This is an optimization exercise on Yosys and OpenROAD, whose aim is a short achievable clock period and few clock cycles per item, not a production implementation.
In this exercise RTL edits were held to simulation tests only and were not proved equivalent to the original.
Power figures rest on the tool's default switching activity, not on a simulated workload.

--- flow/run.sh ---
#!/bin/bash
# Standard synthesis and layout, with timing repair aimed well below the
# clock period (the SDC is the standard flow's, unchanged).
set -euo pipefail
MARGIN=${MARGIN:-6.8}
bash standard.sh synth > synth.log 2>&1
bash standard.sh SETUP_SLACK_MARGIN=$MARGIN finish > layout.log 2>&1
--- standard.sh ---
#!/bin/bash
# synth_recipe.tcl (not shown) runs the flow's synth.tcl, then flattens the netlist and writes it again
# the make line also repeats each setting of config.mk as NAME=value (left out here)
make -C /OpenROAD-flow-scripts/flow DESIGN_CONFIG=/design/flow/config.mk WORK_HOME=/design/flow/orfs CLKGATE_MAP_FILE= SYNTH_SCRIPT=/design/flow/synth_recipe.tcl "${@:-finish}"
--- config.mk ---
export PLATFORM = sky130hd
export DESIGN_NAME = s_curve_stepper_ramp_core
export DESIGN_NICKNAME = s_curve_stepper_ramp_core
export VERILOG_FILES = /design/flow/design.v
export SDC_FILE = /design/flow/constraint.sdc
export NUM_CORES = 4
export LEC_CHECK = 0
export ABC_CLOCK_PERIOD_IN_PS = 3000
export CAP_MARGIN = 20
export CORE_MARGIN = 2
export CORE_UTILIZATION = 60
export SLEW_MARGIN = 20
export SYNTH_MEMORY_MAX_BITS = 8192
--- constraint.sdc ---
create_clock -name core_clock -period 10.0 [get_ports {clk}]
set_input_delay 2.0000 -clock core_clock [delete_from_list [all_inputs] [get_ports {clk}]]
set_output_delay 2.0000 -clock core_clock [all_outputs]
set_load 0.01 [all_outputs]
--- design.v ---
package scsr_pkg;
  typedef enum logic [1:0] {
    CMD_LOAD = 2'd0,
    CMD_REL  = 2'd1,
    CMD_ABS  = 2'd2,
    CMD_TICK = 2'd3
  } cmd_t;
  typedef enum logic [1:0] {
    PH_STOP  = 2'd0,
    PH_ACCEL = 2'd1,
    PH_RUN   = 2'd2,
    PH_DECEL = 2'd3
  } phase_t;
endpackage
module s_curve_stepper_ramp_core #(
  parameter int RAMP_STEPS = 64
) (
  input  logic                   clk,
  input  logic                   rst_n,
  input  logic                   in_valid,
  output logic                   in_ready,
  input  logic [1:0]             in_command,
  input  logic [7:0]             in_table_index,
  input  logic [15:0]            in_table_value,
  input  logic signed [31:0]     in_steps,
  input  logic [15:0]            in_single_step_reload,
  output logic                   out_valid,
  input  logic                   out_ready,
  output logic [15:0]            out_reload,
  output logic [14:0]            out_compare,
  output logic                   out_direction,
  output logic                   out_timer_on,
  output logic                   out_moving,
  output logic [1:0]             out_phase,
  output logic signed [31:0]     out_position
);
  localparam logic [1:0] C_LOAD = 2'd0, C_REL = 2'd1, C_ABS = 2'd2, C_TICK = 2'd3;
  localparam logic [1:0] P_STOP = 2'd0, P_ACCEL = 2'd1, P_RUN = 2'd2, P_DECEL = 2'd3;
  localparam int          OF_D   = 4;
  localparam logic [3:0]  CR_LIM = 4'd5;    
  logic        in_ready_r;
  logic        acc;
  logic [3:0]  if_k [2];
  logic [31:0] if_a [2];
  logic [15:0] if_b [2];
  logic        if_wp, if_rp;
  logic [1:0]  if_cnt, if_cnt_nxt;
  logic        if_pop;
  logic [3:0]  in_k;
  logic [31:0] in_a;
  logic [15:0] in_b;
  assign in_k = {in_command == C_LOAD, in_command == C_REL, in_command == C_ABS,
                 in_command == C_TICK};
  assign in_a = (in_command == C_LOAD) ?
                {25'd0, (in_table_index[7:6] == 2'b00), in_table_index[5:0]} : in_steps;
  assign in_b = (in_command == C_LOAD) ? in_table_value : in_single_step_reload;
  assign in_ready   = in_ready_r;
  assign acc        = in_valid && in_ready_r;
  assign if_cnt_nxt = if_cnt + {1'b0, acc} - {1'b0, if_pop};
  logic        xv;
  logic        x_load, x_rel, x_abs, x_tick, x_move;
  logic [31:0] xa;
  logic [15:0] xb;
  logic        cons;
  logic        ok_r;
  logic        xok;     
  logic [3:0]  if_k_head;
  assign x_move    = x_rel || x_abs;
  assign cons      = xok && ok_r;
  assign if_pop    = (if_cnt != 2'd0) && (!xv || cons);
  assign if_k_head = if_k[if_rp];
  always_ff @(posedge clk) begin
    if (acc) begin
      if_k[if_wp] <= in_k;
      if_a[if_wp] <= in_a;
      if_b[if_wp] <= in_b;
    end
    if (if_pop) begin
      xa <= if_a[if_rp];
      xb <= if_b[if_rp];
    end
  end
  always_ff @(posedge clk) begin
    if (!rst_n) begin
      {x_load, x_rel, x_abs, x_tick} <= 4'd0;
      xok <= 1'b0;
    end else if (if_pop) begin
      {x_load, x_rel, x_abs, x_tick} <= if_k_head;
      xok <= if_k_head[3] || if_k_head[0];
    end else if (cons) begin
      xok <= 1'b0;
    end else if (xv) begin
      xok <= 1'b1;
    end
  end
  always_ff @(posedge clk) begin
    if (!rst_n) begin
      if_wp      <= 1'b0;
      if_rp      <= 1'b0;
      if_cnt     <= 2'd0;
      xv         <= 1'b0;
      in_ready_r <= 1'b1;
    end else begin
      if (acc) if_wp <= !if_wp;
      if (if_pop) if_rp <= !if_rp;
      if_cnt <= if_cnt_nxt;
      if (if_pop) xv <= 1'b1;
      else if (cons) xv <= 1'b0;
      in_ready_r <= acc ? (if_pop ? (if_cnt != 2'd2) : (if_cnt == 2'd0))
                        : (if_pop ? 1'b1 : (if_cnt != 2'd2));
    end
  end
  function automatic logic [31:0] ks_add(input logic [31:0] a, input logic [31:0] b,
                                         input logic c);
    logic [31:0] g, p, gn, pn;
    g    = a & b;
    p    = a ^ b;
    g[0] = g[0] | (p[0] & c);
    for (int s = 0; s < 5; s++) begin
      for (int i = 0; i < 32; i++) begin
        if (i >= (1 << s)) begin
          gn[i] = g[i] | (p[i] & g[i - (1 << s)]);
          pn[i] = p[i] & p[i - (1 << s)];
        end else begin
          gn[i] = g[i];
          pn[i] = p[i];
        end
      end
      g = gn;
      p = pn;
    end
    ks_add = (a ^ b) ^ {g[30:0], c};
  endfunction
  function automatic logic [31:0] all_below(input logic [31:0] v);
    logic [31:0] t, tn;
    t = {v[30:0], 1'b1};
    for (int s = 0; s < 5; s++) begin
      for (int i = 0; i < 32; i++) begin
        tn[i] = (i >= (1 << s)) ? (t[i] & t[i - (1 << s)]) : t[i];
      end
      t = tn;
    end
    all_below = t;
  endfunction
  logic [1:0]  ph;
  logic        dir, mov, ton;
  logic [31:0] pos;
  logic [31:0] rem;
  logic [5:0]  n, np1, lm1;
  logic        sml;
  logic [31:0] trav_r, ntrav_r;
  logic [31:0] pbase;
  assign pbase = x_rel ? 32'd0 : pos;
  always_ff @(posedge clk) begin
    trav_r  <= ks_add(xa, ~pbase, 1'b1);
    ntrav_r <= ks_add(pbase, ~xa, 1'b1);
  end
  logic        sgn;
  logic [31:0] mag;
  logic        m0, m1, msml;
  logic [6:0]  mh;
  assign sgn  = trav_r[31];
  assign mag  = sgn ? ntrav_r : trav_r;
  assign m0   = (trav_r == 32'd0);
  assign m1   = (trav_r == 32'd1) || (ntrav_r == 32'd1);
  assign msml = (mag[31:8] == 24'd0) && !(mag[7] && (mag[6:0] != 7'd0));
  assign mh   = mag[7:1] - 7'd1;
  logic        stepping;
  logic        hit_acc, r_is65, r_is1, r_ge65;
  logic [5:0]  rm1;
  logic [31:0] pos_st;
  assign stepping = cons && x_tick && (ph != P_STOP);
  assign hit_acc  = (n == lm1);
  assign r_is65   = (rem == 32'd65);
  assign r_is1    = (rem == 32'd1);
  assign r_ge65   = (rem[31:7] != 25'd0) || (rem[6] && (rem[5:0] != 6'd0));
  assign rm1      = rem[5:0] - 6'd1;
  assign pos_st   = pos ^ all_below(pos ^ {32{dir}});
  logic       rd_c, single_c;
  logic [5:0] ridx_c;
  logic [1:0] ph_c;
  always_comb begin
    rd_c     = 1'b0;
    single_c = 1'b0;
    ridx_c   = 6'd0;
    ph_c     = ph;
    if (x_move) begin
      if (m0) begin
        ph_c = P_STOP;
      end else if (m1) begin
        ph_c     = P_DECEL;
        single_c = 1'b1;
      end else begin
        ph_c = P_ACCEL;
        rd_c = 1'b1;
      end
    end else if (x_tick) begin
      case (ph)
        P_ACCEL: begin
          rd_c = 1'b1;
          if (hit_acc) begin
            ridx_c = n;
            ph_c   = sml ? P_DECEL : P_RUN;
          end else begin
            ridx_c = np1;
          end
        end
        P_RUN: begin
          if (r_is65) begin
            rd_c   = 1'b1;
            ridx_c = 6'd63;
            ph_c   = P_DECEL;
          end
        end
        P_DECEL: begin
          if (!r_is1) begin
            rd_c   = 1'b1;
            ridx_c = r_ge65 ? 6'd63 : rm1;
          end else begin
            ph_c = P_STOP;
          end
        end
        default: ;
      endcase
    end
  end
  always_ff @(posedge clk) begin
    if (!rst_n) begin
      ph  <= P_STOP;
      dir <= 1'b0;
      mov <= 1'b0;
      ton <= 1'b0;
      pos <= 32'd0;
      rem <= 32'd0;
      n   <= 6'd0;
      np1 <= 6'd1;
      lm1 <= 6'd0;
      sml <= 1'b0;
    end else begin
      if (cons) ph <= ph_c;
      if (stepping) begin
        pos <= pos_st;
        rem <= rem ^ all_below(~rem);
        n   <= np1;
        np1 <= np1 + 6'd1;
      end
      if (cons && x_tick && ph == P_STOP) begin
        ton <= 1'b0;
        mov <= 1'b0;
      end
      if (cons && x_move) begin
        dir <= sgn;
        ton <= 1'b1;
        if (!m0) mov <= 1'b1;
        rem <= mag;
        n   <= 6'd0;
        np1 <= 6'd1;
        sml <= msml;
        lm1 <= msml ? mh[5:0] : 6'd63;
      end
    end
  end
  logic        dv, d_rd, d_single;
  logic [63:0] d_rsel, d_wsel;
  logic [15:0] d_b;
  always_ff @(posedge clk) begin
    if (!rst_n) dv <= 1'b0;
    else        dv <= cons;
    d_rd     <= rd_c;
    d_single <= single_c;
    d_b      <= xb;
    for (int i = 0; i < 64; i++) begin
      d_rsel[i] <= (ridx_c == i[5:0]);
      d_wsel[i] <= cons && x_load && xa[6] && (xa[5:0] == i[5:0]);
    end
  end
  logic [63:0][15:0] tbl;
  logic [15:0]       rdq;
  always_ff @(posedge clk) begin
    for (int i = 0; i < 64; i++) begin
      if (d_wsel[i]) tbl[i] <= d_b;
    end
  end
  always_comb begin
    rdq = 16'd0;
    for (int i = 0; i < 64; i++) begin
      rdq = rdq | (tbl[i] & {16{d_rsel[i]}});
    end
  end
  logic        tv;
  logic [15:0] reload_r;
  logic [1:0]  t_ph;
  logic        t_dir, t_mov, t_ton;
  logic [31:0] t_pos;
  always_ff @(posedge clk) begin
    if (!rst_n) begin
      tv       <= 1'b0;
      reload_r <= 16'd0;
    end else begin
      tv <= dv;
      if (dv && d_rd) reload_r <= rdq;
      else if (dv && d_single) reload_r <= d_b;
    end
    t_ph  <= ph;
    t_dir <= dir;
    t_mov <= mov;
    t_ton <= ton;
    t_pos <= pos;
  end
  localparam int RW = 53;
  logic [RW-1:0] t_res;
  logic [RW-1:0] of_d [OF_D];
  logic [1:0]    of_wp, of_rp;
  logic [2:0]    of_cnt;
  logic          of_nz;
  logic          o_free, o_load, bypass;
  logic          ov;
  logic [RW-1:0] o_r;
  logic          taken_d;
  logic [3:0]    cr, cr_nxt;
  assign t_res  = {reload_r, t_dir, t_ton, t_mov, t_ph, t_pos};
  assign of_nz  = (of_cnt != 3'd0);
  assign o_free = !ov || out_ready;
  assign o_load = o_free && (of_nz || tv);
  assign bypass = o_free && !of_nz && tv;
  assign cr_nxt = cr + {3'd0, cons} - {3'd0, taken_d};
  always_ff @(posedge clk) begin
    if (tv) of_d[of_wp] <= t_res;
  end
  always_ff @(posedge clk) begin
    if (!rst_n) o_r <= '0;
    else if (o_load) o_r <= of_nz ? of_d[of_rp] : t_res;
  end
  always_ff @(posedge clk) begin
    if (!rst_n) begin
      of_wp   <= '0;
      of_rp   <= '0;
      of_cnt  <= '0;
      ov      <= 1'b0;
      taken_d <= 1'b0;
      cr      <= '0;
      ok_r    <= 1'b1;
    end else begin
      if (tv && !bypass) of_wp <= of_wp + 2'd1;
      if (o_free && of_nz) of_rp <= of_rp + 2'd1;
      of_cnt  <= of_cnt + {2'd0, tv && !bypass} - {2'd0, o_free && of_nz};
      ov      <= o_load || !o_free;
      taken_d <= ov && out_ready;
      cr      <= cr_nxt;
      ok_r    <= cons ? (taken_d ? (cr < CR_LIM) : (cr < CR_LIM - 4'd1))
                      : (taken_d ? (cr <= CR_LIM) : (cr < CR_LIM));
    end
  end
  assign out_valid     = ov;
  assign out_reload    = o_r[52:37];
  assign out_compare   = o_r[52:38];
  assign out_direction = o_r[36];
  assign out_timer_on  = o_r[35];
  assign out_moving    = o_r[34];
  assign out_phase     = o_r[33:32];
  assign out_position  = o_r[31:0];
endmodule
==> flow_summary.toml, run 1 <==
[run_status]
outcome = "timing/DRC/antenna clean"

[logic_synthesis]
syn_area_per_cell_um2 = 14.96
ys_top_cells_by_count = "1388 x edfxtp_1, 433 x dfxtp_1, 341 x nor2_1"
yosysTopAreaCellShare = 0.6045
syn_area_um2 = 68950
syn_inst = 4609
ys_top_cells_by_area = "edfxtp_1 60%, dfxtp_1 13%, a22oi_1 2.1%, nor2_1 1.9%, a221oi_1 1.8%"
seq_area_frac_synth = 0.7302
synth-edff-count = 1388
yosysTopAreaCell = "edfxtp_1"
yosys_warnings = 1
synth_nets = 4776
synth_cell_type_count = 88
async_reset_ff_frac = 0
synth_seq_cells = 1821
synthFlopType = "edfxtp_1"
yosysMostFrequentCell = "edfxtp_1"

[cts]
cts.sinks = 1821
clk_pin_slew_ns = 0.06
worstSkewPairLatency_ns = 0.79
clock_tree.root_cell = "clkbuf_16"
cts_tree = "yes"
htreeDepth = 4
cts_buffers = 179
cts_hold_buffers = 0
cts_max_path_buffers = 3

[power_and_ir_drop]
p_comb_frac = 0.190
switching_share = 0.2839
pwr-share-seq = 0.472
powerDensity_nw_per_um2 = 263.0
power_leakage_nw = 26.89
peakVddDrop_uv = 180.9
p_int_mw = 14.94
clock_power_share = 0.338
p_sw_mw = 5.922

[worst_setup_path]
timing.rr.end = "reload_r[12]"
critPathMaxFanout = 3
crit_top_cell = "buf_6"
cp-start-kind = "flop"
crit_chain = "buf_6 -> buf_6"
max_stage_delay_ns = 0.34
cp_data_arrival_time_ns = 1.33
rr_worst_depth = 8
crit_type = "flop to output port"
ff2ff_setup_slack_ns = 6.72
end_kind = "output port"
slowest_stage = "dfxtp_2"
critPathRequiredTime_ns = 8.00
r2r_start = "d_rsel[35]"

[floorplan]
die_y_um = 343
core_um2 = 114200
rows = 124
pin_count = 148
die_w_um = 343
initial_core_util = 0.6038
fp.dieArea_um2 = 117600

[global_route]
track_usage = 0.3771
grt_max_degree = 70
grt_pass1_vias = 40358
grt_pass1_wl_mm = 306.3
grt_overflow_total = 0
antenna_found_initial = 10

[min_path]
hp-start = "xb[14]"
hold_depth = 0
hold_class = "flop to flop"
hold_path_end = "d_b[14]"

[sta]
rsz0062_at_grt = "yes"
max_freq_mhz = 300.4
fin_setup_tns_ns = 0
relSlewSlack = 0.2293
finalMaxSlewViolations = 0
hold_viol = 0
finClkSkew_ns = 0.04835
layout_min_cycle_time_ns = 3.329
post-route-period-util = 0.3329
finalSetupViolCount = 0
worst_pin_slew_ns = 1.156

[placed_design]
gp_congestion = 0.9266
hpwlAfterDp_mm = 130.2
numPortBuffers = 147

[route]
viasPerCell = 6.823
drt_iter0_markers = 7625
drc = 0
antenna_left = 0
drt-total-wl_mm = 223.9
drt_pre_antenna_iters = 7
wire_per_inst_um = 34.59
vias = 44158

[run]
drv_cap = 0

[finish]
post-route-util = 0.6945
syn_to_final_growth_pct = 15.02
layout-drive-gt1-share = 0.1817
seq_area_um2 = 50580
num-fill-cells = 7784
multi_input_area_um2 = 17460
nets = 4966
-- worst max-delay path: cells and delay by family, from the launching register on --
family / cells / cell delay, ns
DFF: 1 / 0.34
buffers and inverters: 2 / 0.22
-- worst max-delay path by stage --
stage,startpoint,slack [ns],to,depth (start not counted)
after floorplan,out_ready,6.45,of_cnt[2],10
after global placement,out_ready,5.42,o_r[29],6
after detailed placement,out_ready,5.36,o_r[18],6
after CTS,o_r[43],6.51,out_compare[5],1
after global routing,o_r[52],6.64,out_reload[15],2
final,o_r[52],6.67,out_reload[15],2
-- routing by layer --
| layer | global-route usage | up-vias | wire, um |
|---|---|---|---|
| li1 | - | 18235 | - |
| met1 | 0.5402 | 21956 | 84530 |
| met2 | 0.5234 | 3427 | 92890 |
| met3 | 0.1446 | 531 | 36420 |
| met4 | 0.1444 | 9 | 9876 |
| met5 | 0.006410 | - | 153 |
-- metrics by stage --
step                instances  total power, mW  hold WS (ns)  instance area, um2  worst slack (ns)
floorplan                4609            12.20        0.3233               69000             6.453
global placement         6094            13.58        0.3241               72220             5.418
detailed placement       6094            13.63        0.3268               72220             5.355
CTS                      6452            20.75        0.3385               78960             6.511
global route             6466            21.53        0.3501               79290             6.635
finish                   6472            20.86        0.3370               79310             6.671
-- flip-flops by register name (all words and copies together), names as in the netlist, 8 cells and up, named ones only --
signal and count:
d_b 16, d_rsel 64, d_wsel 64, if_a 64, if_b 32, if_k 8, ntrav_r 31, o_r 53
of_d 212, pos 32, reload_r 16, rem 32, t_pos 32, tbl 1024, trav_r 32, xa 32
xb 16
-- timing repair --
item / in CTS / in global routing
pin swaps: 6 / 13
gates resized for setup: 442 / 60
endpoints found under the setup margin: 245 / 182
gates cloned: 2 / 0
buffers inserted: 20 / 14
-- area by class of cell --
cell class | instances | share of cell area
antenna | 6 | 0.0001893
clock buffer | 238 | 0.06345
clock inverter | 98 | 0.01535
inverter | 104 | 0.004985
multi-input combinational | 2398 | 0.2202
sequential | 1821 | 0.6378
tap | 1512 | 0.02385
timing repair buffer | 295 | 0.03413
-- cell usage in the layout (no fill, tap or decap), types with 43 or more instances in the layout --
cell,Yosys,final
edfxtp_1,1388,1388
nor2_1,341,336
dfxtp_1,433,276
nand2_1,251,251
a22oi_1,194,194
clkbuf_16,0,184
a22o_1,143,143
dfxtp_2,0,141
a221oi_1,143,139
buf_4,16,139
a21oi_1,139,135
inv_1,104,102
nand4_1,95,95
mux2_2,81,81
o21ai_0,88,81
xnor2_1,80,80
ha_1,85,80
buf_6,1,77
clkdlybuf4s50_1,0,75
xor2_1,60,59
a311oi_1,54,54
nand3_1,55,53
mux4_2,53,53
nor3_1,55,45
nand2b_1,43,43
-- logic make-up after synthesis --
kind of cell | share of synthesized area
XOR/XNOR | 0.01778
multiplexers | 0.03548
buffers and inverters | 0.02246
flip-flops | 0.7302
adder cells (fa/ha/maj) | 0.01659
AND/OR/NAND/NOR | 0.07443
AO/OA/AOI/OAI | 0.1031
-- power by group through the flow --
stage / sequential [mW] / combinational [mW] / clock (mW)
6_report: 9.85 / 3.96 / 7.05
5_1_grt: 9.91 / 4.25 / 7.37
4_1_cts: 9.84 / 3.83 / 7.08
3_5_place_dp: 9.94 / 3.70 / 0
3_3_place_gp: 9.92 / 3.65 / 0
2_1_floorplan: 9.96 / 2.24 / 0
Testbench counts, summed over its fixed seeds: cycles 44,413, items 44,261.
==> inputs of run 2 (changes only) <==
--- a/config.mk
+++ b/config.mk
@@ -10,3 +10,3 @@
 export CORE_MARGIN = 2
-export CORE_UTILIZATION = 60
+export CORE_UTILIZATION = 35
 export SLEW_MARGIN = 20
==> run 2 against run 1 <==
Compared with the run above:
- still clean on timing, DRC and antenna
- sequential cell count is the same
- final cell count rose by 17%
- final area increased by 1.1%
- count of clock-buffer cells in the layout is 16 higher
- synthesized cell count did not move
- sequential power is essentially flat
- sequential share of layout area is 0.67 points lower
- register-to-register slack better by 0.07 ns
- routed wire length rose by 3.4%
- area after synthesis did not move
- global-route usage decreased by 15 points
==> flow_summary.toml, run 2 <==
[run_status]
outcome = "timing/DRC/antenna clean"

[finish]
final_common_cell = "edfxtp_1"
nets = 4951
final_cell_mix = "1388 x edfxtp_1, 336 x nor2_1, 277 x dfxtp_1"
largest_reg_flops = 1024
top_register = "tbl"
syn_to_final_growth_pct = 16.33
largestRegisters = "tbl: 1024 flops, of_d: 212 flops"
layout-drive-gt1-share = 0.1763
fin_area_um2 = 80210

[floorplan]
fp.dieArea_um2 = 200600
die_y_um = 447.9
core_um2 = 195400
die_w_um = 447.9
initial_core_util = 0.3529
pin_count = 148
rows = 162

[worst_setup_path]
ff2ff_setup_slack_ns = 6.79
crit_family = "flip-flops"
critPathBufInv = 1
crit_chain = "buf_6"
timing.rr.end = "reload_r[12]"
cp-start-kind = "flop"
slowest_stage = "dfxtp_4"
max_stage_delay_ns = 0.40
rr_worst_depth = 7
crit_type = "flop to output port"
end_kind = "output port"
critPathRequiredTime_ns = 8.00
critPathMaxFanout = 3
cp_data_arrival_time_ns = 1.35
r2r_start = "d_rsel[30]"

[sta]
max_freq_mhz = 298.9
hold_viol = 0
finalSetupViolCount = 0
relSlewSlack = 0.1818
fin_setup_tns_ns = 0
layout_min_cycle_time_ns = 3.345
post-route-period-util = 0.3345
finClkSkew_ns = 0.05528
finalMaxSlewViolations = 0
worst_pin_slew_ns = 1.227
rsz0062_at_grt = "yes"

[cts]
clk_pin_slew_ns = 0.06
clock_tree.root_cell = "clkbuf_16"
cts_max_path_buffers = 3
cts_buffers = 182
worstSkewPairLatency_ns = 0.86
cts.sinks = 1821
cts_tree = "yes"
htreeDepth = 4

[power_and_ir_drop]
clock_power_share = 0.327
pwr-share-seq = 0.479
p_sw_mw = 6.046
p_comb_frac = 0.194
peakVddDrop_uv = 200.3
switching_share = 0.2941
p_int_mw = 14.51
powerDensity_nw_per_um2 = 256.3
power_leakage_nw = 26.58

[logic_synthesis]
syn_area_per_cell_um2 = 14.96
synth_nets = 4776
yosys_warnings = 1
synth_seq_cells = 1821
syn_area_um2 = 68950
yosysMostFrequentCell = "edfxtp_1"
ys_top_cells_by_area = "edfxtp_1 60%, dfxtp_1 13%, a22oi_1 2.1%, nor2_1 1.9%, a221oi_1 1.8%"
synthFlopType = "edfxtp_1"
synth_cell_type_count = 88
synth-edff-count = 1388
yosysTopAreaCell = "edfxtp_1"
async_reset_ff_frac = 0
syn_inst = 4609
seq_area_frac_synth = 0.7302
ys_top_cells_by_count = "1388 x edfxtp_1, 433 x dfxtp_1, 341 x nor2_1"
yosysTopAreaCellShare = 0.6045

[placed_design]
hpwlAfterDp_mm = 133.7
numPortBuffers = 147
gp_congestion = 0.9038
dpl_cell_area_um2 = 73560

[route]
antenna_left = 0
drt_iter0_markers = 6822
drt-total-wl_mm = 231.4
drt_pre_antenna_iters = 6
wire_per_inst_um = 30.58
drc = 0
vias = 43759
viasPerCell = 5.784

[min_path]
hold_class = "flop to flop"
hp-start = "xb[4]"
hold_path_end = "d_b[4]"
hold_depth = 0

[global_route]
grt_pass1_wl_mm = 317.6
track_usage = 0.2258
grt_pass1_vias = 41167
grt_max_degree = 73
antenna_found_initial = 6
grt_overflow_total = 0

[run]
drv_cap = 0
==> run 2: area by class of cell <==
cell class | count | area, um2
Antenna cell | 2 | 5.005
Fill cell | 17766 | 115200
Clock buffer | 254 | 5010
Sequential cell | 1821 | 50630
Tap cell | 2624 | 3283
Inverter | 104 | 395.4
Multi-Input combinational cell | 2397 | 17450
Timing Repair Buffer | 278 | 2576
Clock inverter | 86 | 870.8
==> run 2: worst max-delay path by stage <==
stage | startpoint | to | depth (start not counted) | slack, ns
4_1_cts | o_r[39] | out_reload[2] | 1 | 6.58
2_1_floorplan | out_ready | of_cnt[2] | 10 | 6.45
3_3_place_gp | out_ready | o_r[46] | 6 | 5.40
6_report | o_r[39] | out_reload[2] | 1 | 6.65
3_5_place_dp | out_ready | o_r[9] | 6 | 5.37
5_1_grt | o_r[39] | out_reload[2] | 1 | 6.59
==> run 2: repair_timing <==
action / 4_1_cts / 5_1_grt
hold buffers: 0 / 0
cloned: 1 / 0
setup buffers: 7 / 17
gates resized for setup: 474 / 49
setup endpoints to repair: 228 / 209
pin swaps: 3 / 7
==> run 2: cell families (layout without fill, tap and decap cells) <==
family	Yosys count	after routing	share of synthesized area
AO/OA/AOI/OAI	947	947	0.1031
AND/OR/NAND/NOR	1052	1053	0.07443
multiplexers	168	168	0.03548
buffers and inverters	392	722	0.02246
XOR/XNOR	140	140	0.01778
flip-flops	1821	1821	0.7302
other	0	2	0
adder cells (fa/ha/maj)	89	89	0.01659
==> run 2: per-stage QoR <==
step           power (mW)    util  std cells  worst slack (ns)  hold WS [ns]
2_1_floorplan       12.20       -       4609             6.453        0.3233
5_1_grt             21.32  0.4105       7564             6.587        0.3168
3_5_place_dp        13.76  0.3765       7199             5.373        0.3278
3_3_place_gp        13.67  0.3764       7198             5.405        0.3262
6_report            20.56  0.4105       7566             6.655        0.3010
4_1_cts             20.55  0.4088       7547             6.580        0.3120
==> run 2: metal layers <==
layer,global-route usage,routed length (um),up-vias
met3,0.06105,28940,559
met5,0.004640,170,-
met1,0.3043,89520,22106
met4,0.1111,12440,8
met2,0.3354,100300,2899
li1,-,-,18187
==> run 2: power groups by stage <==
stage | clock network, mW | logic (mW) | registers [mW]
2_1_floorplan | 0 | 2.24 | 9.96
3_3_place_gp | 0 | 3.75 | 9.92
3_5_place_dp | 0 | 3.82 | 9.94
4_1_cts | 6.79 | 3.90 | 9.86
5_1_grt | 7.09 | 4.31 | 9.91
6_report | 6.72 | 3.99 | 9.85
==> inputs of run 3 (changes only) <==
--- a/design.v
+++ b/design.v
@@ -151,2 +151,4 @@
   logic [31:0] trav_r, ntrav_r;
+  logic        hit_acc, r_is65, r_is1, r_ge65;
+  logic [5:0]  rm1;
   logic [31:0] pbase;
@@ -168,12 +170,6 @@
   logic        stepping;
-  logic        hit_acc, r_is65, r_is1, r_ge65;
-  logic [5:0]  rm1;
   logic [31:0] pos_st;
   assign stepping = cons && x_tick && (ph != P_STOP);
-  assign hit_acc  = (n == lm1);
-  assign r_is65   = (rem == 32'd65);
-  assign r_is1    = (rem == 32'd1);
-  assign r_ge65   = (rem[31:7] != 25'd0) || (rem[6] && (rem[5:0] != 6'd0));
-  assign rm1      = rem[5:0] - 6'd1;
-  assign pos_st   = pos ^ all_below(pos ^ {32{dir}});
+  logic        rhz;
+  assign pos_st   = pos ^ (dir ? all_below(~pos) : all_below(pos));
   logic       rd_c, single_c;
@@ -238,2 +234,8 @@
       sml <= 1'b0;
+      hit_acc <= 1'b1;
+      r_is65  <= 1'b0;
+      r_is1   <= 1'b0;
+      r_ge65  <= 1'b0;
+      rm1     <= 6'd63;
+      rhz     <= 1'b1;
     end else begin
@@ -245,2 +247,8 @@
         np1 <= np1 + 6'd1;
+        hit_acc <= (np1 == lm1);
+        r_is65  <= rhz && (rem[6:0] == 7'd66);
+        r_is1   <= rhz && (rem[6:0] == 7'd2);
+        r_ge65  <= !rhz || (rem[6:0] >= 7'd66);
+        rm1     <= rem[5:0] - 6'd2;
+        if (rem[6:0] == 7'd0) rhz <= (rem[31:7] == 25'd1);
       end
@@ -259,2 +267,9 @@
         lm1 <= msml ? mh[5:0] : 6'd63;
+        hit_acc <= (mag[31:2] == 30'd0);
+        r_is65  <= sgn ? (ntrav_r == 32'd65) : (trav_r == 32'd65);
+        r_is1   <= m1;
+        r_ge65  <= sgn ? (ntrav_r[31:7] != 25'd0 || ntrav_r[6:0] >= 7'd65)
+                       : (trav_r[31:7] != 25'd0 || trav_r[6:0] >= 7'd65);
+        rm1     <= mag[5:0] - 6'd1;
+        rhz     <= sgn ? (ntrav_r[31:7] == 25'd0) : (trav_r[31:7] == 25'd0);
       end
--- a/flow/run.sh
+++ b/flow/run.sh
@@ -4,3 +4,3 @@
 set -euo pipefail
-MARGIN=${MARGIN:-6.8}
+MARGIN=${MARGIN:-7.1}
 bash standard.sh synth > synth.log 2>&1
--- a/config.mk
+++ b/config.mk
@@ -10,3 +10,5 @@
 export CORE_MARGIN = 2
-export CORE_UTILIZATION = 35
+export CORE_UTILIZATION = 70
+export CTS_CLUSTER_DIAMETER = 100
+export CTS_CLUSTER_SIZE = 25
 export SLEW_MARGIN = 20
==> run 3 against run 2 <==
Compared with the run above:
- still clean
- register-to-register slack improved by 0.14 ns
- power decreased by 13%
- area after synthesis increased by 0.44%
- hold slack improved by 0.040 ns
- clock skew decreased by 0.023 ns
- clock power decreased by 42%
- core utilization increased by 38 points
- critical path type unchanged
- critical endpoint is now in_ready
- largest power group unchanged
- highest routed layer unchanged
==> flow_summary.toml, run 3 <==
[worst_setup_path]
end_kind = "output port"
crit_cells = 1
crit_type = "flop to output port"
slowest_stage = "dfxtp_4"
critPathBufInv = 1
critPathMaxFanout = 3
critPathRequiredTime_ns = 8.00
crit_family = "flip-flops"
rr_worst_depth = 8
cp_data_arrival_time_ns = 1.23
crit_chain = "buf_6"
cp-start-kind = "flop"
max_stage_delay_ns = 0.41

[logic_synthesis]
seq_area_frac_synth = 0.7302
synthSimpleGateAreaFrac = 0.06997
synth_compound_area_frac = 0.09964
yosys_warnings = 1
synth_cell_type_count = 73
yosysMostFrequentCell = "edfxtp_1"
synthMuxAreaShare = 0.04175
synth-edff-count = 1388
synth-xor-area-share = 0.01859
async_reset_ff_frac = 0
yosysTopAreaCellShare = 0.6019
synth_seq_cells = 1832
synth_top_family_by_area = "compound AO/OA/AOI/OAI gates"
synthFlopType = "edfxtp_1"
synth_nets = 4810
syn_area_um2 = 69250
syn_area_per_cell_um2 = 14.93
ys_top_cells_by_area = "edfxtp_1 60%, dfxtp_1 13%, a22oi_1 3.4%, nor2_1 1.9%, mux4_2 1.7%"
synth_fa_ha_area_frac = 0.01760
yosysTopAreaCell = "edfxtp_1"
ys_top_cells_by_count = "1388 x edfxtp_1, 444 x dfxtp_1, 351 x nor2_1"
syn_inst = 4637

[route]
drt_iter0_markers = 8361
wire_per_inst_um = 34.96
drc = 0
antenna_left = 0
drt_pre_antenna_iters = 8
viasPerCell = 7.244
drt-total-wl_mm = 215.2
vias = 44593

[floorplan]
die_w_um = 318.5
pin_count = 148
fp.dieArea_um2 = 101500
die_y_um = 318.5
initial_core_util = 0.7047
rows = 115
core_um2 = 98280

[finish]
largestRegisters = "tbl: 1024 flops, of_d: 212 flops"
largest_reg_flops = 1024
layout.cells.non_filler = 6156
nets = 4977
final_common_cell = "edfxtp_1"
syn_to_final_growth_pct = 11.64
post-route-util = 0.7867
layout-drive-gt1-share = 0.1798
top_register = "tbl"
final_cell_mix = "1388 x edfxtp_1, 340 x nor2_1, 311 x a22oi_1"
num-fill-cells = 5630
fin_area_um2 = 77310

[cts]
htreeDepth = 3
worstSkewPairLatency_ns = 0.73
clk_pin_slew_ns = 0.10
cts_tree = "yes"
cts_max_path_buffers = 3
cts.sinks = 1832
clock_tree.root_cell = "clkbuf_16"
cts_buffers = 83

[global_route]
grt_pass1_vias = 41159
antenna_found_initial = 8
grt_use_met1 = 0.5841
met2_usage = 0.5705
grt_max_degree = 107
track_usage = 0.4183
globalRoute.busiestLayer = "met1"
grt_pass1_wl_mm = 297.3
grt_use_met3 = 0.1785
grt_overflow_total = 0

[placed_design]
dpl_cell_area_um2 = 72440
dp.cells = 5917
hpwlAfterDp_mm = 126.2
numPortBuffers = 147
gp_congestion = 0.9707

[sta]
layout_min_cycle_time_ns = 3.232
rsz0062_at_grt = "yes"
finClkSkew_ns = 0.03272
fin_setup_tns_ns = 0
max_freq_mhz = 309.4
hold_viol = 0
relSlewSlack = 0.2046
worst_pin_slew_ns = 1.193
post-route-period-util = 0.3232
finalSetupViolCount = 0
finalMaxSlewViolations = 0

[power_and_ir_drop]
powerDensity_nw_per_um2 = 231.2
power_leakage_nw = 25.78
peakVddDrop_uv = 198.1

[run]
drv_cap = 0

[run_status]
outcome = "timing/DRC/antenna clean"

[min_path]
hold_class = "flop to flop"
hold_depth = 0
## run 3: cell types whose count changed after synthesis, sizes merged, moves of 22 or more
cell and delta:
a21o +22, a211oi +74, o21ai +27, a221oi -55
a22o -59, nand3 +27, a22oi +119, nand2 -60
a21oi -27, mux2i +49, a311oi -50, nor4 +23
## run 3: path summary, 6_finish.rpt
| check | start | endpoint | slack (ns) |
|---|---|---|---|
| min | xb[9] | d_b[9] | 0.34 |
| min reg2reg | xb[9] | d_b[9] | 0.34 |
| max reg2reg | d_rsel[2] | reload_r[12] | 6.93 |
| max | in_ready_r | in_ready | 6.77 |
## run 3: cell type report
cell class	instances	area (um2)	share of cell area
Inverter	107	431.7	0.005583
Tap cell	1287	1610	0.02083
Clock inverter	7	91.34	0.001181
Sequential cell	1832	50800	0.6570
Clock buffer	136	2297	0.02971
Timing Repair Buffer	368	3568	0.04615
Antenna cell	7	17.52	0.0002266
Multi-Input combinational cell	2412	18500	0.2393
## run 3: what timing repair did
| action | in CTS | in global routing |
|---|---|---|
| hold buffers | 0 | 0 |
| pin swaps | 44 | 76 |
| setup endpoints to repair | 414 | 218 |
| resized for setup | 609 | 168 |
| setup buffers | 49 | 34 |
| gates cloned | 5 | 1 |
| hold endpoints to repair | 0 | 0 |
## run 3: cells by family (layout without fill, tap and decap cells)
family                     after synthesis  after routing
and+or+nand+nor                        999           1000
muxes                                  213            213
buffers and inverters                  394            618
adders and majority gates               95             95
xor gates and xnor gates               147            147
other                                    0              7
DFF                                   1832           1832
AOI/OAI and AO/OA                      957            957
## run 3: routing by layer
layer / vias to the layer above / share of wire
li1: 18093 / -
met1: 21583 / 0.35
met2: 4078 / 0.41
met3: 833 / 0.18
met4: 6 / 0.062
met5: - / 0.00024
## run 3: report_power, final
group / internal, mW / switching, mW
Sequential: 9.32 / 0.445
Combinational: 1.68 / 2.54
Clock: 1.60 / 2.29
## run 3: through the flow
stage / hold slack [ns] / power [mW] / setup slack, ns
finish: 0.3412 / 17.88 / 6.768
global route: 0.3590 / 18.44 / 6.741
CTS: 0.3421 / 17.63 / 6.705
detailed placement: 0.3268 / 13.57 / 5.214
global placement: 0.3246 / 13.47 / 5.240
floorplan: 0.3233 / 12.20 / 6.486
Testbench counts of run 3, summed over its fixed seeds: cycles 44,413, items 44,261.
==> inputs of run 4 (changes only) <==
--- a/design.v
+++ b/design.v
@@ -344,5 +344,16 @@
   end
+  logic [RW-1:0] o_src, o_h;
+  logic [14:0]   oc_r;
+  assign o_src = of_nz ? of_d[of_rp] : t_res;
   always_ff @(posedge clk) begin
-    if (!rst_n) o_r <= '0;
-    else if (o_load) o_r <= of_nz ? of_d[of_rp] : t_res;
+    if (o_load) o_h <= o_src;
+  end
+  always_ff @(posedge clk) begin
+    if (!rst_n) begin
+      o_r  <= '0;
+      oc_r <= '1;
+    end else begin
+      o_r  <= o_load ? o_src : o_h;
+      oc_r <= o_load ? o_src[52:38] : o_h[52:38];
+    end
   end
@@ -370,3 +381,3 @@
   assign out_reload    = o_r[52:37];
-  assign out_compare   = o_r[52:38];
+  assign out_compare   = oc_r;
   assign out_direction = o_r[36];
==> run 4 against run 3 <==
Compared with the run above:
- final area is 1.0% higher
- worst setup slack better by 0.044 ns
- critical path depth is the same
- via count is 1.4% higher
- sequential share of layout area rose by 1.1 points
- first-iteration DRC count increased by 1.0%
- count of clock-buffer cells in the layout is 6 higher
==> flow_summary.toml, run 4 <==
[logic_synthesis]
synth_compound_area_frac = 0.09516
synth_top_family_by_area = "compound AO/OA/AOI/OAI gates"
synth_nets = 4951
synthSimpleGateAreaFrac = 0.07431
synth_fa_ha_area_frac = 0.01721
ys_top_cells_by_area = "edfxtp_1 59%, dfxtp_1 14%, a22oi_1 3.3%, nor2_1 1.8%, mux4_2 1.7%"
synth-xor-area-share = 0.01744
ys_top_cells_by_count = "1388 x edfxtp_1, 512 x dfxtp_1, 344 x nor2_1"
synth-edff-count = 1388
synth_cell_type_count = 85
syn_area_per_cell_um2 = 14.82
async_reset_ff_frac = 0
yosys_warnings = 1
synthFlopType = "edfxtp_1"
seq_area_frac_synth = 0.7333
yosysMostFrequentCell = "edfxtp_1"
yosysTopAreaCell = "edfxtp_1"
synthMuxAreaShare = 0.04057
syn_area_um2 = 70810
yosysTopAreaCellShare = 0.5886
synth_seq_cells = 1900
syn_inst = 4778

[global_route]
grt_max_degree = 85
met2_usage = 0.5704
grt_pass1_wl_mm = 301.1
grt_overflow_total = 0
grt_use_met3 = 0.1894
antenna_found_initial = 8
grt_use_met1 = 0.5742
globalRoute.busiestLayer = "met1"
grt_pass1_vias = 41750
track_usage = 0.4189

[worst_setup_path]
cp_data_arrival_time_ns = 1.19
critPathBufInv = 1
r2r_start = "d_rsel[26]"
cp-start-kind = "flop"
worstSetupStartpoint = "in_ready_r"
critPathRequiredTime_ns = 8.00
max_stage_delay_ns = 0.37
slowest_stage = "dfxtp_4"
ff2ff_setup_slack_ns = 6.94
crit_chain = "buf_6"
crit_type = "flop to output port"
end_kind = "output port"
critPathMaxFanout = 2
crit_family = "flip-flops"

[sta]
hold_viol = 0
finalSetupViolCount = 0
relSlewSlack = 0.1312
finClkSkew_ns = 0.02529
layout_min_cycle_time_ns = 3.187
worst_pin_slew_ns = 1.303
max_freq_mhz = 313.8
post-route-period-util = 0.3187
fin_setup_tns_ns = 0
finalMaxSlewViolations = 0
rsz0062_at_grt = "yes"

[finish]
nets = 5101
syn_to_final_growth_pct = 10.28
largestRegisters = "tbl: 1024 flops, of_d: 212 flops"
largest_reg_flops = 1024
final_cell_mix = "1388 x edfxtp_1, 383 x dfxtp_1, 331 x nor2_1"
top_register = "tbl"
layout.cells.non_filler = 6287
layout-drive-gt1-share = 0.1605
final_common_cell = "edfxtp_1"

[floorplan]
die_w_um = 322.1
fp.dieArea_um2 = 103700
core_um2 = 100100
die_y_um = 322.1
pin_count = 148
initial_core_util = 0.7071
rows = 116

[min_path]
hold_class = "flop to flop"
hp-start = "xb[4]"

[cts]
clk_pin_slew_ns = 0.09
cts.sinks = 1900
clock_tree.root_cell = "clkbuf_16"
worstSkewPairLatency_ns = 0.72
cts_tree = "yes"
cts_max_path_buffers = 3
cts_buffers = 86
htreeDepth = 3

[placed_design]
hpwlAfterDp_mm = 128.2
dp.cells = 6083
gp_congestion = 0.9289
numPortBuffers = 147

[power_and_ir_drop]
power_leakage_nw = 26.21
peakVddDrop_uv = 196.5
powerDensity_nw_per_um2 = 230.4

[route]
vias = 45231
drt_pre_antenna_iters = 14
antenna_left = 0
drt-total-wl_mm = 218.0
drc = 0
wire_per_inst_um = 34.67
viasPerCell = 7.194
drt_iter0_markers = 8445

[run_status]
outcome = "timing/DRC/antenna clean"

[run]
drv_cap = 0
==> run 4: cell types whose count changed in the layout (fill, tap and decap cells not counted), sizes merged, moves of 10 or more <==
| cell | previous run | this run |
|---|---|---|
| a211oi | 110 | 52 |
| a21o | 37 | 25 |
| a21oi | 112 | 135 |
| and2 | 21 | 56 |
| buf | 288 | 260 |
| dfxtp | 444 | 512 |
| inv | 109 | 126 |
| nand2 | 191 | 242 |
| nand4 | 101 | 91 |
| o21ai | 117 | 155 |
==> run 4: logic make-up after synthesis <==
group | count (synthesis)
AOI/OAI and AO/OA | 956
xor gates and xnor gates | 141
adders and majority gates | 95
buffers and inverters | 399
DFF | 1900
muxes | 211
and+or+nand+nor | 1076
==> run 4: final cells by class <==
cell class	instances	area, um2
flip-flops and latches	1900	52140
fillers	5982	22050
multi-input cells	2481	18480
repair buffers	335	2937
clock buffers	142	2394
well taps	1298	1624
inverters	124	474.2
clock inverters	3	36.28
diodes	4	10.01
==> run 4: repair_timing <==
item                                    4_1_cts  5_1_grt
setup buffers                                30       23
pin swaps                                    22       46
endpoints found under the setup margin      507      309
endpoints found under the hold margin         0        0
hold buffers                                  0        0
gates cloned                                  2        0
resized for setup                           473      180
==> run 4: final timing paths <==
kind                                     end  depth (start not counted)
worst max-delay path                in_ready                          1
worst min-delay path                  d_b[4]                          0
worst max register to register  reload_r[12]                          7
worst min register to register        d_b[4]                          0
==> run 4: report_power, final <==
group,internal (mW),switching [mW],total [mW]
clock network,1.66,2.32,3.98
registers,9.66,0.428,10.1
logic,1.46,2.47,3.93
total,12.8,5.21,18.0
==> run 4: metrics by stage <==
step | power (mW) | utilization | hold WS [ns] | area [um2] | worst slack [ns]
floorplan | 12.49 | - | 0.3233 | 70950 | 6.496
global placement | 13.74 | 0.7395 | 0.3232 | 74060 | 5.845
detailed placement | 13.84 | 0.7395 | 0.3268 | 74060 | 5.843
CTS | 17.74 | 0.7700 | 0.3491 | 77120 | 6.775
global route | 18.59 | 0.7798 | 0.3577 | 78090 | 6.779
finish | 17.99 | 0.7798 | 0.3479 | 78100 | 6.813
==> run 4: per-layer routing <==
layer  wire length, um  part of all wire  up-vias
li1                  -                 -    18405
met1             76240              0.35    21949
met2             87720              0.40     3973
met3             39440              0.18      889
met4             14270             0.065       15
met5               314            0.0014        -
Testbench counts of run 4, summed over its fixed seeds: cycles 44,413, items 44,261.
==> inputs of run 5 (changes only) <==
--- a/design.v
+++ b/design.v
@@ -57,3 +57,3 @@
   assign in_ready   = in_ready_r;
-  assign acc        = in_valid && in_ready_r;
+  assign acc        = in_valid && (if_cnt != 2'd2);
   assign if_cnt_nxt = if_cnt + {1'b0, acc} - {1'b0, if_pop};
@@ -331,3 +331,3 @@
   logic          o_free, o_load, bypass;
-  logic          ov;
+  logic          ov, ov_i;    
   logic [RW-1:0] o_r;
@@ -337,3 +337,3 @@
   assign of_nz  = (of_cnt != 3'd0);
-  assign o_free = !ov || out_ready;
+  assign o_free = !ov_i || out_ready;
   assign o_load = o_free && (of_nz || tv);
@@ -365,2 +365,3 @@
       ov      <= 1'b0;
+      ov_i    <= 1'b0;
       taken_d <= 1'b0;
@@ -372,4 +373,5 @@
       of_cnt  <= of_cnt + {2'd0, tv && !bypass} - {2'd0, o_free && of_nz};
-      ov      <= o_load || !o_free;
-      taken_d <= ov && out_ready;
+      ov      <= o_load || (ov && !out_ready);
+      ov_i    <= o_load || !o_free;
+      taken_d <= ov_i && out_ready;
       cr      <= cr_nxt;
==> run 5 against run 4 <==
Compared with the run above:
- clock skew is 0.023 ns higher
- worst setup slack worse by 0.070 ns
- still clean on timing, DRC and antenna
- first-iteration DRC count is 4.9% higher
- sequential share of layout area hardly changed
- critical path depth is 7 higher
- maximum frequency is 2.1% lower
- final area hardly changed
- synthesized cell count is 0.42% lower
- critical endpoint is now reload_r[4]
- hold slack better by 0.0034 ns
==> flow_summary.toml, run 5 <==
[run_status]
outcome = "timing/DRC/antenna clean"

[sta]
worst_pin_slew_ns = 1.260
max_freq_mhz = 307.0
relSlewSlack = 0.1603
rsz0062_at_grt = "yes"
fin_setup_tns_ns = 0
post-route-period-util = 0.3257
hold_viol = 0
finClkSkew_ns = 0.04805
finalMaxSlewViolations = 0
finalSetupViolCount = 0
layout_min_cycle_time_ns = 3.257

[global_route]
grt_pass1_vias = 41605
grt_max_degree = 108
antenna_found_initial = 11
grt_pass1_wl_mm = 299.5
track_usage = 0.4170
grt_overflow_total = 0

[cts]
cts.sinks = 1901
clock_tree.root_cell = "clkbuf_16"
cts_max_path_buffers = 3
cts_hold_buffers = 0
htreeDepth = 3
clk_pin_slew_ns = 0.09
cts_buffers = 86
cts_tree = "yes"
worstSkewPairLatency_ns = 0.74

[logic_synthesis]
async_reset_ff_frac = 0
ys_top_cells_by_area = "edfxtp_1 59%, dfxtp_1 15%, a22oi_1 3.0%, nor2_1 2.0%, mux4_2 1.7%"
yosys_warnings = 1
synthFlopType = "edfxtp_1"
synth_nets = 4931
synth_cell_type_count = 82
syn_inst = 4758
yosysTopAreaCellShare = 0.5897
synth-edff-count = 1388
seq_area_frac_synth = 0.7350
syn_area_um2 = 70680
ys_top_cells_by_count = "1388 x edfxtp_1, 513 x dfxtp_1, 379 x nor2_1"
yosysTopAreaCell = "edfxtp_1"
yosysMostFrequentCell = "edfxtp_1"
synth_seq_cells = 1901
syn_area_per_cell_um2 = 14.85

[finish]
num-fill-cells = 5782
top_register = "tbl"
largestRegisters = "tbl: 1024 flops, of_d: 212 flops"
largest_reg_flops = 1024
fin_area_um2 = 78100
final_cell_mix = "1388 x edfxtp_1, 391 x dfxtp_1, 368 x nor2_1"
final_common_cell = "edfxtp_1"
layout-drive-gt1-share = 0.1624
syn_to_final_growth_pct = 10.50
nets = 5083

[route]
drt_iter0_markers = 8855
viasPerCell = 7.194
drc = 0
vias = 45163
drt-total-wl_mm = 217.9
antenna_left = 0
wire_per_inst_um = 34.71
drt_pre_antenna_iters = 9

[floorplan]
initial_core_util = 0.7057
core_um2 = 100100
die_y_um = 321.8
rows = 116
fp.dieArea_um2 = 103500
pin_count = 148
die_w_um = 321.8

[placed_design]
numPortBuffers = 147
hpwlAfterDp_mm = 129.6
gp_congestion = 0.9635
dpl_cell_area_um2 = 73960

[worst_setup_path]
end_kind = "flop"
crit_chain = "buf_4 -> a22o_1 -> a221oi_1 -> nand3_1 -> nor4_2 -> nand4_1 -> nor4_4 -> o21ai_0"
critPathMaxFanout = 11
max_stage_delay_ns = 0.59
ff2ff_setup_slack_ns = 6.74
crit_type = "flop to flop"
rr_worst_depth = 8
timing.rr.end = "reload_r[4]"
slowest_stage = "nand4_1"
cp-start-kind = "flop"
cp_data_arrival_time_ns = 3.84
critPathRequiredTime_ns = 10.59
r2r_start = "d_rsel[51]"

[power_and_ir_drop]
powerDensity_nw_per_um2 = 239.3
power_leakage_nw = 26.20
peakVddDrop_uv = 355.8

[min_path]
hold_depth = 0
hold_path_end = "d_b[0]"
hold_class = "flop to flop"
hp-start = "xb[0]"

[run]
drv_cap = 0
[run 5: cell types whose count changed in the layout (fill, tap and decap cells not counted), sizes merged, moves of 21 or more]
cell,delta
nand2,-31
nand3,-23
a22oi,-32
nand4,+21
a211oi,-31
a21oi,+60
nor2,+35
[run 5: through the flow]
step | setup WS, ns | hold slack (ns) | power, mW | util | std cells
after floorplan | 6.475 | 0.3233 | 12.84 | - | 4758
after global routing | 6.768 | 0.3597 | 19.30 | 0.7797 | 6272
after global placement | 5.801 | 0.3256 | 14.25 | 0.7385 | 6069
final | 6.743 | 0.3513 | 18.69 | 0.7799 | 6278
after detailed placement | 5.711 | 0.3268 | 14.36 | 0.7386 | 6069
after CTS | 6.769 | 0.3485 | 18.37 | 0.7707 | 6245
[run 5: cell type report]
type | instances | area, um2 | area share
sequential | 1901 | 52120 | 0.6674
multi-input combinational | 2463 | 18380 | 0.2353
timing repair buffer | 334 | 2947 | 0.03773
clock buffer | 148 | 2470 | 0.03162
tap | 1298 | 1624 | 0.02079
inverter | 124 | 483.0 | 0.006184
clock inverter | 4 | 63.81 | 0.0008170
antenna | 6 | 15.01 | 0.0001922
[run 5: cells by family after synthesis]
family | after synthesis | synth area share
buffers and inverters | 395 | 0.02181
XOR/XNOR | 131 | 0.01623
flip-flops | 1901 | 0.7350
AND/OR/NAND/NOR | 1051 | 0.07173
adder cells (fa/ha/maj) | 95 | 0.01724
multiplexers | 226 | 0.04291
AO/OA/AOI/OAI | 959 | 0.09505
[run 5: power by group]
| part | total (mW) | switching [mW] | internal [mW] |
|---|---|---|---|
| sequential | 10.2 | 0.490 | 9.75 |
| clock | 4.05 | 2.34 | 1.71 |
| combinational | 4.40 | 2.74 | 1.66 |
| total | 18.7 | 5.58 | 13.1 |
[run 5: worst max-delay path: cells and delay by family, from the launching register on]
kind	cells	cell delay (ns)
AOI/OAI and AO/OA	3	0.65
buffers and inverters	1	0.35
DFF	1	0.47
and+or+nand+nor	4	1.66
[run 5: worst max-delay path by stage]
stage	startpoint	to	slack, ns	cells past startpoint
after CTS	o_r[5]	out_position[5]	6.77	1
after global placement	out_ready	of_cnt[2]	5.80	12
after global routing	o_r[5]	out_position[5]	6.77	1
final	d_rsel[51]	reload_r[4]	6.74	8
after detailed placement	rst_n	reload_r[15]	5.71	5
after floorplan	out_ready	of_cnt[2]	6.48	11
[run 5: repair_timing]
item / 4_1_cts / 5_1_grt
pin swaps: 37 / 70
cloned: 1 / 0
setup endpoints to repair: 507 / 251
setup buffers: 23 / 26
gates resized for setup: 495 / 153
[run 5: per-layer routing]
layer | part of all wire | wire length (um) | global-route usage
met1 | 0.35 | 76200 | 0.5710
met2 | 0.41 | 90060 | 0.5833
met3 | 0.18 | 39250 | 0.1874
met4 | 0.057 | 12340 | 0.1744
met5 | 0.00025 | 55 | 0
Testbench counts of run 5, summed over its fixed seeds: cycles 44,413, items 44,261.
==> inputs of run 6 (changes only) <==
--- a/design.v
+++ b/design.v
@@ -45,4 +45,4 @@
   logic [15:0] if_b [2];
-  logic        if_wp, if_rp;
   logic [1:0]  if_cnt, if_cnt_nxt;
+  logic        w0_in, w0_sh, w1_in;
   logic        if_pop;
@@ -65,17 +65,36 @@
   logic        ok_r;
-  logic        xok;     
   logic [3:0]  if_k_head;
+  logic [31:0] if_a_head;
   assign x_move    = x_rel || x_abs;
-  assign cons      = xok && ok_r;
+  assign cons      = xv && ok_r;
   assign if_pop    = (if_cnt != 2'd0) && (!xv || cons);
-  assign if_k_head = if_k[if_rp];
+  assign if_k_head = if_k[0];
+  assign if_a_head = if_a[0];
+  assign w0_in = acc && ((if_cnt == 2'd0) || (if_cnt == 2'd1 && if_pop));
+  assign w0_sh = if_pop && (if_cnt == 2'd2);
+  assign w1_in = acc && ((if_cnt == 2'd1 && !if_pop) || (if_cnt == 2'd2 && if_pop));
   always_ff @(posedge clk) begin
-    if (acc) begin
-      if_k[if_wp] <= in_k;
-      if_a[if_wp] <= in_a;
-      if_b[if_wp] <= in_b;
+    if (!rst_n) begin
+      if_k[0] <= '0;
+      if_a[0] <= '0;
+      if_b[0] <= '0;
+    end else if (w0_in) begin
+      if_k[0] <= in_k;
+      if_a[0] <= in_a;
+      if_b[0] <= in_b;
+    end else if (w0_sh) begin
+      if_k[0] <= if_k[1];
+      if_a[0] <= if_a[1];
+      if_b[0] <= if_b[1];
+    end
+  end
+  always_ff @(posedge clk) begin
+    if (w1_in) begin
+      if_k[1] <= in_k;
+      if_a[1] <= in_a;
+      if_b[1] <= in_b;
     end
     if (if_pop) begin
-      xa <= if_a[if_rp];
-      xb <= if_b[if_rp];
+      xa <= if_a[0];
+      xb <= if_b[0];
     end
@@ -85,10 +104,4 @@
       {x_load, x_rel, x_abs, x_tick} <= 4'd0;
-      xok <= 1'b0;
     end else if (if_pop) begin
       {x_load, x_rel, x_abs, x_tick} <= if_k_head;
-      xok <= if_k_head[3] || if_k_head[0];
-    end else if (cons) begin
-      xok <= 1'b0;
-    end else if (xv) begin
-      xok <= 1'b1;
     end
@@ -97,4 +110,2 @@
     if (!rst_n) begin
-      if_wp      <= 1'b0;
-      if_rp      <= 1'b0;
       if_cnt     <= 2'd0;
@@ -103,4 +114,2 @@
     end else begin
-      if (acc) if_wp <= !if_wp;
-      if (if_pop) if_rp <= !if_rp;
       if_cnt <= if_cnt_nxt;
@@ -146,3 +155,3 @@
   logic        dir, mov, ton;
-  logic [31:0] pos;
+  logic [31:0] pos, pos_p1, pos_m1;    
   logic [31:0] rem;
@@ -151,10 +160,35 @@
   logic [31:0] trav_r, ntrav_r;
+  logic [31:0] t0_r, n0_r, tp_r, np_r, tm_r, nm_r;
+  logic [31:0] nr_r;
+  logic        sel_p, sel_m, sel_r;
+  logic        stepping;
   logic        hit_acc, r_is65, r_is1, r_ge65;
   logic [5:0]  rm1;
-  logic [31:0] pbase;
-  assign pbase = x_rel ? 32'd0 : pos;
   always_ff @(posedge clk) begin
-    trav_r  <= ks_add(xa, ~pbase, 1'b1);
-    ntrav_r <= ks_add(pbase, ~xa, 1'b1);
+    if (!rst_n) begin
+      t0_r  <= '0;
+      n0_r  <= '0;
+      tp_r  <= '0;
+      np_r  <= '0;
+      tm_r  <= '0;
+      nm_r  <= '0;
+      nr_r  <= '0;
+      sel_p <= 1'b0;
+      sel_m <= 1'b0;
+      sel_r <= 1'b0;
+    end else if (if_pop) begin
+      t0_r  <= ks_add(if_a_head, ~pos, 1'b1);        
+      n0_r  <= ks_add(pos, ~if_a_head, 1'b1);        
+      nr_r  <= ks_add(32'd0, ~if_a_head, 1'b1);      
+      tp_r  <= ks_add(if_a_head, ~pos_p1, 1'b1);     
+      np_r  <= ks_add(pos_p1, ~if_a_head, 1'b1);     
+      tm_r  <= ks_add(if_a_head, ~pos_m1, 1'b1);     
+      nm_r  <= ks_add(pos_m1, ~if_a_head, 1'b1);     
+      sel_p <= stepping && !dir && if_k_head[1];
+      sel_m <= stepping && dir && if_k_head[1];
+      sel_r <= if_k_head[2];
+    end
   end
+  assign trav_r  = sel_r ? xa : (sel_p ? tp_r : (sel_m ? tm_r : t0_r));
+  assign ntrav_r = sel_r ? nr_r : (sel_p ? np_r : (sel_m ? nm_r : n0_r));
   logic        sgn;
@@ -169,4 +203,3 @@
   assign mh   = mag[7:1] - 7'd1;
-  logic        stepping;
-  logic [31:0] pos_st;
+  logic [31:0] pos_st, pos_p2, pos_m2;
   assign stepping = cons && x_tick && (ph != P_STOP);
@@ -174,2 +207,4 @@
   assign pos_st   = pos ^ (dir ? all_below(~pos) : all_below(pos));
+  assign pos_p2   = pos ^ (all_below({pos[31:1], 1'b1}) & 32'hffff_fffe);
+  assign pos_m2   = pos ^ (all_below({~pos[31:1], 1'b1}) & 32'hffff_fffe);
   logic       rd_c, single_c;
@@ -229,2 +264,4 @@
       pos <= 32'd0;
+      pos_p1 <= 32'd1;
+      pos_m1 <= 32'hffff_ffff;
       rem <= 32'd0;
@@ -244,2 +281,4 @@
         pos <= pos_st;
+        pos_p1 <= dir ? pos : pos_p2;
+        pos_m1 <= dir ? pos_m2 : pos;
         rem <= rem ^ all_below(~rem);
==> run 6 against run 5 <==
Compared with the run above:
- still clean on timing, DRC and antenna
- sequential share of layout area fell by 12 points
- power rose by 31%
- worst setup slack got worse by 0.056 ns
- non-clock buffer count rose by 307
- core utilization rose by 3.2 points
- sequential cell count rose by 218
- register-to-register slack got worse by 0.06 ns
- clock skew rose by 0.0024 ns
- combinational power rose by 88%
- clock power rose by 15%
- die area rose by 26%
- count of clock-buffer cells in the layout rose by 8
- largest cell class unchanged
==> flow_summary.toml, run 6 <==
[run_status]
outcome = "timing/DRC/antenna clean"

[floorplan]
core_um2 = 127000
initial_core_util = 0.7033
rows = 131
die_y_um = 361.3
fp.dieArea_um2 = 130500
pin_count = 148
die_w_um = 361.3

[logic_synthesis]
syn_inst = 7485
syn_area_per_cell_um2 = 11.94
synthFlopType = "edfxtp_1"
ys_top_cells_by_area = "edfxtp_1 45%, dfxtp_1 18%, nand2_1 3.0%, ha_1 3.0%, a21oi_1 2.9%"
yosys_warnings = 4
synth_nets = 7787
synth-edff-count = 1336
synth_seq_cells = 2119
yosysTopAreaCellShare = 0.4490
yosysMostFrequentCell = "edfxtp_1"
yosysTopAreaCell = "edfxtp_1"
synth_cell_type_count = 95
seq_area_frac_synth = 0.6245
syn_area_um2 = 89340
ys_top_cells_by_count = "1336 x edfxtp_1, 783 x dfxtp_1, 725 x nand2_1"
async_reset_ff_frac = 0

[worst_setup_path]
max_stage_delay_ns = 0.71
cp_data_arrival_time_ns = 4.00
cp-start-kind = "flop"
critPathRequiredTime_ns = 10.69
r2r_start = "sel_m"
critPathBufInv = 5
timing.rr.end = "lm1[0]"
crit_type = "flop to flop"
rr_worst_depth = 13
crit_family = "multiplexers"
slowest_stage = "mux2i_1"
end_kind = "flop"
crit_top_cell = "buf_12"
critPathMaxFanout = 6
crit_chain = "buf_12 -> buf_6 -> buf_12 -> buf_12 -> mux2i_1 -> o21ai_0 -> mux2i_1 -> nand3_1 -> a21oi_1 -> nand4_1 -> buf_6 -> or2_4 -> o221a_2"
ff2ff_setup_slack_ns = 6.69

[cts]
cts_buffers = 96
clk_pin_slew_ns = 0.12
cts.sinks = 2119
cts_max_path_buffers = 3
cts_hold_buffers = 0
htreeDepth = 3
clock_tree.root_cell = "clkbuf_16"
cts_tree = "yes"
worstSkewPairLatency_ns = 0.82

[finish]
final_cell_mix = "1336 x edfxtp_1, 704 x nand2_1, 593 x dfxtp_1"
largest_reg_flops = 1024
largestRegisters = "tbl: 1024 flops, of_d: 212 flops"
nets = 8056
multi_input_area_um2 = 34650
final_common_cell = "edfxtp_1"
top_register = "tbl"
seq_area_um2 = 56180
fin_area_um2 = 103100
layout-drive-gt1-share = 0.2046
syn_to_final_growth_pct = 15.38
num-fill-cells = 7061

[global_route]
track_usage = 0.5010
grt_pass1_wl_mm = 462.4
grt_max_degree = 98
antenna_found_initial = 24
grt_overflow_total = 0
grt_pass1_vias = 64826

[sta]
worst_pin_slew_ns = 1.248
finalSetupViolCount = 0
relSlewSlack = 0.1681
layout_min_cycle_time_ns = 3.313
fin_setup_tns_ns = 0
post-route-period-util = 0.3313
finalMaxSlewViolations = 0
rsz0062_at_grt = "yes"
max_freq_mhz = 301.8
finClkSkew_ns = 0.05042
holdWs_ns = 0.3448
hold_viol = 0

[route]
wire_per_inst_um = 35.73
antenna_left = 0
drc = 0
viasPerCell = 7.490
vias = 71203
drt_iter0_markers = 15261
drt_pre_antenna_iters = 14
drt-total-wl_mm = 339.7

[power_and_ir_drop]
powerDensity_nw_per_um2 = 237.1
power_leakage_nw = 36.48
peakVddDrop_uv = 184.6

[placed_design]
dpl_cell_area_um2 = 92770
gp_congestion = 1.158
hpwlAfterDp_mm = 207.5
numPortBuffers = 147

[min_path]
hold_path_end = "d_b[10]"
hp-start = "xb[10]"
hold_class = "flop to flop"
hold_depth = 0

[run]
drv_cap = 0
[run 6: changes by cell type after synthesis, moves of 96 or more]
| cell | change |
|---|---|
| nand2_1 | +515 |
| a21oi_1 | +330 |
| dfxtp_1 | +270 |
| nor2_1 | +189 |
| o21ai_0 | +182 |
| a22oi_1 | -170 |
| clkbuf_1 | +164 |
| ha_1 | +125 |
| a22o_1 | +118 |
| xnor2_1 | +116 |
| mux2i_1 | +105 |
| a221oi_1 | +99 |
| inv_1 | +96 |
[run 6: area by class of cell]
class                           count  share of cell area
Antenna cell                       23           0.0005583
Clock buffer                      156             0.02620
Clock inverter                     10            0.001796
Inverter                          224            0.009370
Multi-Input combinational cell   4671              0.3361
Sequential cell                  2119              0.5450
Tap cell                         1662             0.02017
Timing Repair Buffer              641             0.06065
Timing Repair inverter              1           0.0001578
[run 6: logic make-up after synthesis]
logic type / count (synthesis) / synth area share
compound gates: 1888 / 0.1427
xor+xnor: 267 / 0.02617
fa+ha+maj: 224 / 0.03204
buf+inv: 704 / 0.03045
flops: 2119 / 0.6245
mux: 272 / 0.03865
simple gates: 2011 / 0.1055
[run 6: how the worst max path moves through the flow]
stage,from,end,depth (start not counted)
detailed placement,rst_n,xv,4
global placement,rst_n,xv,4
global route,in_ready_r,in_ready,1
floorplan,in_valid,if_a[1][0],2
finish,sel_m,lm1[0],13
CTS,in_ready_r,in_ready,1
[run 6: per-layer routing]
layer / part of all wire / GRT usage
met1: 0.32 / 0.6216
met2: 0.40 / 0.6992
met4: 0.096 / 0.3372
met5: 0.00071 / 0.002220
met3: 0.18 / 0.2345
[run 6: metrics by stage]
stage | worst slack, ns | total power [mW] | utilization | cells
after global routing | 6.702 | 24.99 | 0.8111 | 9485
after global placement | 5.247 | 17.79 | 0.7303 | 8981
after detailed placement | 5.242 | 17.96 | 0.7303 | 8981
after CTS | 6.737 | 23.17 | 0.7868 | 9343
after floorplan | 6.287 | 15.53 | - | 7485
final | 6.687 | 24.44 | 0.8115 | 9507
[run 6: report_power, final]
part,internal (mW),leakage [nW],switching [mW]
clock network,1.90,1.37,2.77
logic,3.07,16.5,5.19
registers,10.7,18.6,0.775
[run 6: what timing repair did]
item / 4_1_cts / 5_1_grt
gates cloned: 17 / 0
gates resized for setup: 995 / 458
pin swaps: 132 / 222
setup endpoints to repair: 727 / 365
setup buffers: 179 / 141
Testbench counts of run 6, summed over its fixed seeds: cycles 44,301, items 44,261.

==> separate check: timing with driven ports <==
The results above use ideal ports. As a check the final layouts listed here were re-extracted and re-timed, cells and wires unchanged. Step 1 sets driving cells, clkbuf_16 on the clock port and buf_2 on the other inputs (assumed; they add their load-dependent delay and slew). Step 2 adds t to the input delays and takes it off the output delays; t is the mean of the earliest and latest rising clock arrival at the registers after step 1. Input paths then give back, and output paths get back, about the clock's delay inside the block. Three values: no drivers, after step 1, after step 2; two values: the first two.
run | t (ns) | setup WS [ns] | worst hold slack (ns) | worst register clock-pin slew, ns
run 1 | 0.857 | 6.671 / 6.586 / 6.098 | 0.337 / 0.337 / 0.337 | 0.07 / 0.07
run 2 | 0.903 | 6.655 / 6.580 / 6.077 | 0.301 / 0.301 / 0.301 | 0.07 / 0.07
run 3 | 0.777 | 6.768 / 6.697 / 6.074 | 0.341 / 0.341 / 0.341 | 0.11 / 0.11
run 4 | 0.772 | 6.813 / 6.742 / 6.287 | 0.348 / 0.348 / 0.348 | 0.10 / 0.10
run 5 | 0.794 | 6.743 / 6.722 / 6.241 | 0.351 / 0.351 / 0.351 | 0.10 / 0.10
run 6 | 0.886 | 6.687 / 6.645 / 6.167 | 0.345 / 0.345 / 0.345 | 0.12 / 0.12
After both steps every run listed still meets setup and hold. For run 3, which loses most, drivers alone change the setup slack by -0.071 ns; drivers and shift together by -0.694 ns.
